This design comes from an exercise in tuning for small area and a short achievable clock period on the open sky130 flow, not from production work. The RTL was checked by simulation tests, not by an equivalence proof against the original design.

==> job 6383: inputs <==
==> flow/design.v (excerpt) <==
module aes_round_core (
	input logic i_clk,
	input logic i_rst,
	input logic i_valid,
	input logic i_decrypt,
	input logic i_skip_mix,
	input aes_gf_pkg::aes_state_t i_state,
	output logic o_valid,
	output aes_gf_pkg::aes_state_t o_state
);
	localparam int N_SB = 3;
	aes_gf_pkg::aes_state_t lane_bytes;
	aes_gf_pkg::aes_state_t mixed;
	logic [N_SB:0] valid_d;
	logic [N_SB:0] dec_d;
	logic [N_SB:0] skip_d;
	assign valid_d[0] = i_valid;
	assign dec_d[0] = i_decrypt;
	assign skip_d[0] = i_skip_mix;
	for (genvar i = 0; i < N_SB; i++)
	begin : g_ctrl
		always_ff @(posedge i_clk)
		begin
			dec_d[i+1] <= dec_d[i];
			skip_d[i+1] <= skip_d[i];
			if (i_rst)
				valid_d[i+1] <= 1'b0;
			else
				valid_d[i+1] <= valid_d[i];
		end
	end
	aes_sbox_lane_s u_lane0 (
		.i_clk(i_clk),
		.i_dec_in(dec_d[0]),
		.i_dec_out(dec_d[2]),
		.i_byte_enc(i_state[127:120]),
		.o_byte(lane_bytes[127:120])
	);
	aes_sbox_lane u_lane1 (
		.i_clk(i_clk),
		.i_dec_in(dec_d[0]),
		.i_dec_out(dec_d[2]),
		.i_byte_enc(i_state[87:80]),
		.i_byte_dec(i_state[23:16]),
		.o_byte(lane_bytes[119:112])
	);
	aes_sbox_lane_s u_lane2 (
		.i_clk(i_clk),
		.i_dec_in(dec_d[0]),
		.i_dec_out(dec_d[2]),
		.i_byte_enc(i_state[47:40]),
		.o_byte(lane_bytes[111:104])
	);
	aes_sbox_lane u_lane3 (
		.i_clk(i_clk),
		.i_dec_in(dec_d[0]),
		.i_dec_out(dec_d[2]),
		.i_byte_enc(i_state[7:0]),
		.i_byte_dec(i_state[71:64]),
		.o_byte(lane_bytes[103:96])
	);
	aes_sbox_lane_s u_lane4 (
		.i_clk(i_clk),
		.i_dec_in(dec_d[0]),
		.i_dec_out(dec_d[2]),
		.i_byte_enc(i_state[95:88]),
		.o_byte(lane_bytes[95:88])
	);
	aes_sbox_lane u_lane5 (
		.i_clk(i_clk),
		.i_dec_in(dec_d[0]),
		.i_dec_out(dec_d[2]),
		.i_byte_enc(i_state[55:48]),
		.i_byte_dec(i_state[119:112]),
		.o_byte(lane_bytes[87:80])
	);
	aes_sbox_lane_s u_lane6 (
		.i_clk(i_clk),
		.i_dec_in(dec_d[0]),
		.i_dec_out(dec_d[2]),
		.i_byte_enc(i_state[15:8]),
		.o_byte(lane_bytes[79:72])
	);
	aes_sbox_lane u_lane7 (
		.i_clk(i_clk),
		.i_dec_in(dec_d[0]),
		.i_dec_out(dec_d[2]),
		.i_byte_enc(i_state[103:96]),
		.i_byte_dec(i_state[39:32]),
		.o_byte(lane_bytes[71:64])
	);
	aes_sbox_lane_s u_lane8 (
		.i_clk(i_clk),
		.i_dec_in(dec_d[0]),
		.i_dec_out(dec_d[2]),
		.i_byte_enc(i_state[63:56]),
  ...
==> flow/config.mk <==
export PLATFORM = sky130hd
export DESIGN_NAME = aes_round_core
export DESIGN_NICKNAME = aes_round_core
export VERILOG_FILES = /design/flow/design.v
export SDC_FILE = /design/flow/constraint.sdc
export NUM_CORES = 4
export LEC_CHECK = 0
export CAP_MARGIN = 20
export CORE_MARGIN = 2
export CORE_UTILIZATION = 40
export SETUP_SLACK_MARGIN = 3.0
export SLEW_MARGIN = 20
export SYNTH_HIERARCHICAL = 1
==> flow/constraint.sdc <==
create_clock -name core_clock -period 5.5 [get_ports {i_clk}]
set_input_delay 1.1000 -clock core_clock [delete_from_list [all_inputs] [get_ports {i_clk}]]
set_output_delay 1.1000 -clock core_clock [all_outputs]
set_load 0.01 [all_outputs]
standard.sh (not shown) runs the stock make flow with config.mk's settings and CLKGATE_MAP_FILE= SYNTH_SCRIPT=/design/flow/synth_recipe.tcl, a recipe that flattens the netlist after the stock synthesis.
==> flow/flow/run.sh <==
#!/bin/bash
# The standard layout (the standard.sh, all ORFS steps unchanged), except
# that buffer_ports uses buf_1 cells for the input and output port buffers
# instead of the delay buffer it picks by default; repair still resizes them.
set -e
export BUFFER_PORTS_ARGS="-buffer_cell sky130_fd_sc_hd__buf_1"
bash standard.sh > standard.log 2>&1
==> job 3921 (differences from job 6383) <==
CORE_UTILIZATION = 55   (was 40)
PLACE_DENSITY = 0.65   (was not set)
==> run notes <==
quantity                                                         job 3921                 job 6383
Taps Inserted                                                        1040                     1391
Arrival time of the worst setup path                              2.92 ns                  2.94 ns
NumNets Final                                                        5077                     5069
Crit path depth                                                         8                        7
Cell count after placement                                           5846                     6196
Non-Clock Buffer Area Fraction                                     3.183%                   3.114%
Fraction of area in registers                                      24.25%                   23.94%
Placer congestion estimate                                         0.8499                   0.8761
Least-Margin Pin Slew                                           0.9624 ns                0.8487 ns
Maximum operating frequency                                    0.4024 GHz               0.4121 GHz
Area of combinational cells with multiple inputs                31150 µm²                31190 µm²
Fin cells                                                            6039                     6381
Status                                            complete, no violations  complete, no violations

## re-timing with driven ports
In the flow no input, the clock included, has a driving cell. The finished layouts below were timed again as built, in two steps.
Step 1, drivers: a clkbuf_16 drives i_clk and a buf_2 each remaining input, both assumed.
Step 2 adds t to the input delays and takes it off the output delays; t is the mean of the earliest and latest rising clock arrival at the registers after step 1. Input paths then give back, and output paths get back, about the clock's delay inside the block.
a / b / c = no drivers / after step 1 / after step 2; a / b = the first two.
run	shift t [ns]	slack for setup (ns)	slew at the worst register clock pin (ns)
job 6383	0.680	3.073 / 3.064 / 2.803	0.06 / 0.06
job 3921	0.669	3.015 / 3.015 / 2.598	0.06 / 0.06
After both steps every run listed still meets setup and hold. For job 3921, which loses most, drivers alone change the setup slack by 0.000 ns; drivers and shift together by -0.417 ns.
